Source: an optimization exercise on an open RTL-to-GDS flow (aim: a short achievable clock period and few clock cycles). Production flows keep margins and buffers that such runs may drop. In this exercise RTL edits were held to simulation tests only and were not proved equivalent to the original. No activity file was given, so power comes from the tool's default toggle rates.

// five_stage_cpu
module five_stage_cpu (
    input  logic clk,
    input  logic rst,
    output logic [xlen-1:0] instr_addr,
    input  logic [xlen-1:0] instr_data,
    output logic retire_valid,
    output logic [reg_addr_width-1:0] retire_rd,
    output logic [xlen-1:0] retire_data
);
Settings: LEC_CHECK=0, CAP_MARGIN=20, CORE_MARGIN=2, CORE_UTILIZATION=35, PLACE_DENSITY=0.55, SETUP_SLACK_MARGIN=3.1, SLEW_MARGIN=20; clock period 6.0 ns.
standard.sh (not shown) runs the stock make flow with config.mk's settings and CLKGATE_MAP_FILE= SYNTH_SCRIPT=/design/flow/synth_recipe.tcl, a recipe that flattens the netlist after the stock synthesis.
==> flow/flow/run.sh <==
#!/bin/bash
# The standard layout (standard.sh) with three synthesis changes:
# - Yosys's full-adder extraction is off, so ABC maps the adders itself;
# - ABC maps with the delay-oriented script in flow/abc_speed.script
#   (a copy of ORFS's scripts folder is made here with it in place);
# - the slow complex cells (stacked 3- and 4-input gates, majority) are added
#   to the platform's don't-use list, so neither ABC nor the resizer uses them.
# Registers are inferred before ABC runs, so they are the standard synthesis's.
set -euo pipefail
base="sky130_fd_sc_hd__lpflow_bleeder_1 sky130_fd_sc_hd__lpflow_clkbufkapwr_1 sky130_fd_sc_hd__lpflow_clkbufkapwr_16 sky130_fd_sc_hd__lpflow_clkbufkapwr_2 sky130_fd_sc_hd__lpflow_clkbufkapwr_4 sky130_fd_sc_hd__lpflow_clkbufkapwr_8 sky130_fd_sc_hd__lpflow_clkinvkapwr_1 sky130_fd_sc_hd__lpflow_clkinvkapwr_16 sky130_fd_sc_hd__lpflow_clkinvkapwr_2 sky130_fd_sc_hd__lpflow_clkinvkapwr_4 sky130_fd_sc_hd__lpflow_clkinvkapwr_8 sky130_fd_sc_hd__lpflow_decapkapwr_12 sky130_fd_sc_hd__lpflow_decapkapwr_3 sky130_fd_sc_hd__lpflow_decapkapwr_4 sky130_fd_sc_hd__lpflow_decapkapwr_6 sky130_fd_sc_hd__lpflow_decapkapwr_8 sky130_fd_sc_hd__lpflow_inputiso0n_1 sky130_fd_sc_hd__lpflow_inputiso0p_1 sky130_fd_sc_hd__lpflow_inputiso1n_1 sky130_fd_sc_hd__lpflow_inputiso1p_1 sky130_fd_sc_hd__lpflow_inputisolatch_1 sky130_fd_sc_hd__lpflow_isobufsrc_1 sky130_fd_sc_hd__lpflow_isobufsrc_16 sky130_fd_sc_hd__lpflow_isobufsrc_2 sky130_fd_sc_hd__lpflow_isobufsrc_4 sky130_fd_sc_hd__lpflow_isobufsrc_8 sky130_fd_sc_hd__lpflow_isobufsrckapwr_16 sky130_fd_sc_hd__lpflow_lsbuf_lh_hl_isowell_tap_1 sky130_fd_sc_hd__lpflow_lsbuf_lh_hl_isowell_tap_2 sky130_fd_sc_hd__lpflow_lsbuf_lh_hl_isowell_tap_4 sky130_fd_sc_hd__lpflow_lsbuf_lh_isowell_4 sky130_fd_sc_hd__lpflow_lsbuf_lh_isowell_tap_1 sky130_fd_sc_hd__lpflow_lsbuf_lh_isowell_tap_2 sky130_fd_sc_hd__lpflow_lsbuf_lh_isowell_tap_4 sky130_fd_sc_hd__probe_p_8 sky130_fd_sc_hd__probec_p_8 "
slow="sky130_fd_sc_hd__a2111o_1 sky130_fd_sc_hd__a2111o_2 sky130_fd_sc_hd__a2111o_4 sky130_fd_sc_hd__a2111oi_0 sky130_fd_sc_hd__a2111oi_1 sky130_fd_sc_hd__a2111oi_2 sky130_fd_sc_hd__a2111oi_4 sky130_fd_sc_hd__a221o_1 sky130_fd_sc_hd__a221o_2 sky130_fd_sc_hd__a221o_4 sky130_fd_sc_hd__a221oi_1 sky130_fd_sc_hd__a221oi_2 sky130_fd_sc_hd__a221oi_4 sky130_fd_sc_hd__a222oi_1 sky130_fd_sc_hd__a311o_1 sky130_fd_sc_hd__a311o_2 sky130_fd_sc_hd__a311o_4 sky130_fd_sc_hd__a311oi_1 sky130_fd_sc_hd__a311oi_2 sky130_fd_sc_hd__a311oi_4 sky130_fd_sc_hd__a31o_1 sky130_fd_sc_hd__a31o_2 sky130_fd_sc_hd__a31o_4 sky130_fd_sc_hd__a31oi_1 sky130_fd_sc_hd__a31oi_2 sky130_fd_sc_hd__a31oi_4 sky130_fd_sc_hd__a32o_1 sky130_fd_sc_hd__a32o_2 sky130_fd_sc_hd__a32o_4 sky130_fd_sc_hd__a32oi_1 sky130_fd_sc_hd__a32oi_2 sky130_fd_sc_hd__a32oi_4 sky130_fd_sc_hd__a41o_1 sky130_fd_sc_hd__a41o_2 sky130_fd_sc_hd__a41o_4 sky130_fd_sc_hd__a41oi_1 sky130_fd_sc_hd__a41oi_2 sky130_fd_sc_hd__a41oi_4 sky130_fd_sc_hd__and4_1 sky130_fd_sc_hd__and4_2 sky130_fd_sc_hd__and4_4 sky130_fd_sc_hd__and4b_1 sky130_fd_sc_hd__and4b_2 sky130_fd_sc_hd__and4b_4 sky130_fd_sc_hd__and4bb_1 sky130_fd_sc_hd__and4bb_2 sky130_fd_sc_hd__and4bb_4 sky130_fd_sc_hd__maj3_1 sky130_fd_sc_hd__maj3_2 sky130_fd_sc_hd__maj3_4 sky130_fd_sc_hd__nand4_1 sky130_fd_sc_hd__nand4_2 sky130_fd_sc_hd__nand4_4 sky130_fd_sc_hd__nand4b_1 sky130_fd_sc_hd__nand4b_2 sky130_fd_sc_hd__nand4b_4 sky130_fd_sc_hd__nand4bb_1 sky130_fd_sc_hd__nand4bb_2 sky130_fd_sc_hd__nand4bb_4 sky130_fd_sc_hd__nor3_1 sky130_fd_sc_hd__nor3_2 sky130_fd_sc_hd__nor3_4 sky130_fd_sc_hd__nor3b_1 sky130_fd_sc_hd__nor3b_2 sky130_fd_sc_hd__nor3b_4 sky130_fd_sc_hd__nor4_1 sky130_fd_sc_hd__nor4_2 sky130_fd_sc_hd__nor4_4 sky130_fd_sc_hd__nor4b_1 sky130_fd_sc_hd__nor4b_2 sky130_fd_sc_hd__nor4b_4 sky130_fd_sc_hd__nor4bb_1 sky130_fd_sc_hd__nor4bb_2 sky130_fd_sc_hd__nor4bb_4 sky130_fd_sc_hd__o2111a_1 sky130_fd_sc_hd__o2111a_2 sky130_fd_sc_hd__o2111a_4 sky130_fd_sc_hd__o2111ai_1 sky130_fd_sc_hd__o2111ai_2 sky130_fd_sc_hd__o2111ai_4 sky130_fd_sc_hd__o221a_1 sky130_fd_sc_hd__o221a_2 sky130_fd_sc_hd__o221a_4 sky130_fd_sc_hd__o221ai_1 sky130_fd_sc_hd__o221ai_2 sky130_fd_sc_hd__o221ai_4 sky130_fd_sc_hd__o311a_1 sky130_fd_sc_hd__o311a_2 sky130_fd_sc_hd__o311a_4 sky130_fd_sc_hd__o311ai_0 sky130_fd_sc_hd__o311ai_1 sky130_fd_sc_hd__o311ai_2 sky130_fd_sc_hd__o311ai_4 sky130_fd_sc_hd__o31a_1 sky130_fd_sc_hd__o31a_2 sky130_fd_sc_hd__o31a_4 sky130_fd_sc_hd__o31ai_1 sky130_fd_sc_hd__o31ai_2 sky130_fd_sc_hd__o31ai_4 sky130_fd_sc_hd__o32a_1 sky130_fd_sc_hd__o32a_2 sky130_fd_sc_hd__o32a_4 sky130_fd_sc_hd__o32ai_1 sky130_fd_sc_hd__o32ai_2 sky130_fd_sc_hd__o32ai_4 sky130_fd_sc_hd__o41a_1 sky130_fd_sc_hd__o41a_2 sky130_fd_sc_hd__o41a_4 sky130_fd_sc_hd__o41ai_1 sky130_fd_sc_hd__o41ai_2 sky130_fd_sc_hd__o41ai_4 sky130_fd_sc_hd__or3_1 sky130_fd_sc_hd__or3_2 sky130_fd_sc_hd__or3_4 sky130_fd_sc_hd__or3b_1 sky130_fd_sc_hd__or3b_2 sky130_fd_sc_hd__or3b_4 sky130_fd_sc_hd__or4_1 sky130_fd_sc_hd__or4_2 sky130_fd_sc_hd__or4_4 sky130_fd_sc_hd__or4b_1 sky130_fd_sc_hd__or4b_2 sky130_fd_sc_hd__or4b_4 sky130_fd_sc_hd__or4bb_1 sky130_fd_sc_hd__or4bb_2 sky130_fd_sc_hd__or4bb_4 "
rm -rf scripts_mod
cp -r "$FLOW_HOME/scripts" scripts_mod
cp flow/abc_speed.script scripts_mod/abc_speed.script
bash standard.sh ADDER_MAP_FILE= SCRIPTS_DIR="$PWD/scripts_mod" "DONT_USE_CELLS=$base $slow" finish > flow.log 2>&1
Other scripts of this flow, unchanged in this note and not shown: flow/flow/abc_speed.script
Testbench counts at the start, summed over its fixed seeds: cycles 16,113.
Then changed:
Settings changed: SETUP_SLACK_MARGIN 3.1 to 3.5.
Effect: Utilization came out higher by 2.5 points; non-clock buffer count rose by 440; register-to-register slack gains 50 ps; synthesized area is unchanged; power climbs by 2.8%.

[static timing again, ports no longer ideal]
The results above use ideal ports. As a check the final layouts listed here were re-extracted and re-timed, cells and wires unchanged. Step 1, drivers: a clkbuf_16 drives clk and a buf_2 each remaining input, both assumed. Step 2 adds t to the input delays and takes it off the output delays; t is the mean of the earliest and latest rising clock arrival at the registers after step 1. Input paths then give back, and output paths get back, about the clock's delay inside the block. Slacks: no drivers / after step 1 / after step 2; pairs: no drivers / after step 1.
| run | t, ns | slack for setup (ns) | clock arrival spread, ns | worst register clock-pin slew, ns |
|---|---|---|---|---|
| the first run | 1.070 | 2.910 / 2.910 / 2.220 | 0.071 / 0.071 | 0.07 / 0.07 |
| the second run | 1.067 | 2.962 / 2.962 / 2.517 | 0.089 / 0.089 | 0.07 / 0.07 |
After both steps setup and hold are still met in every run listed. For the first run, which loses most, drivers alone change the setup slack by 0.000 ns; drivers and shift together by -0.690 ns.
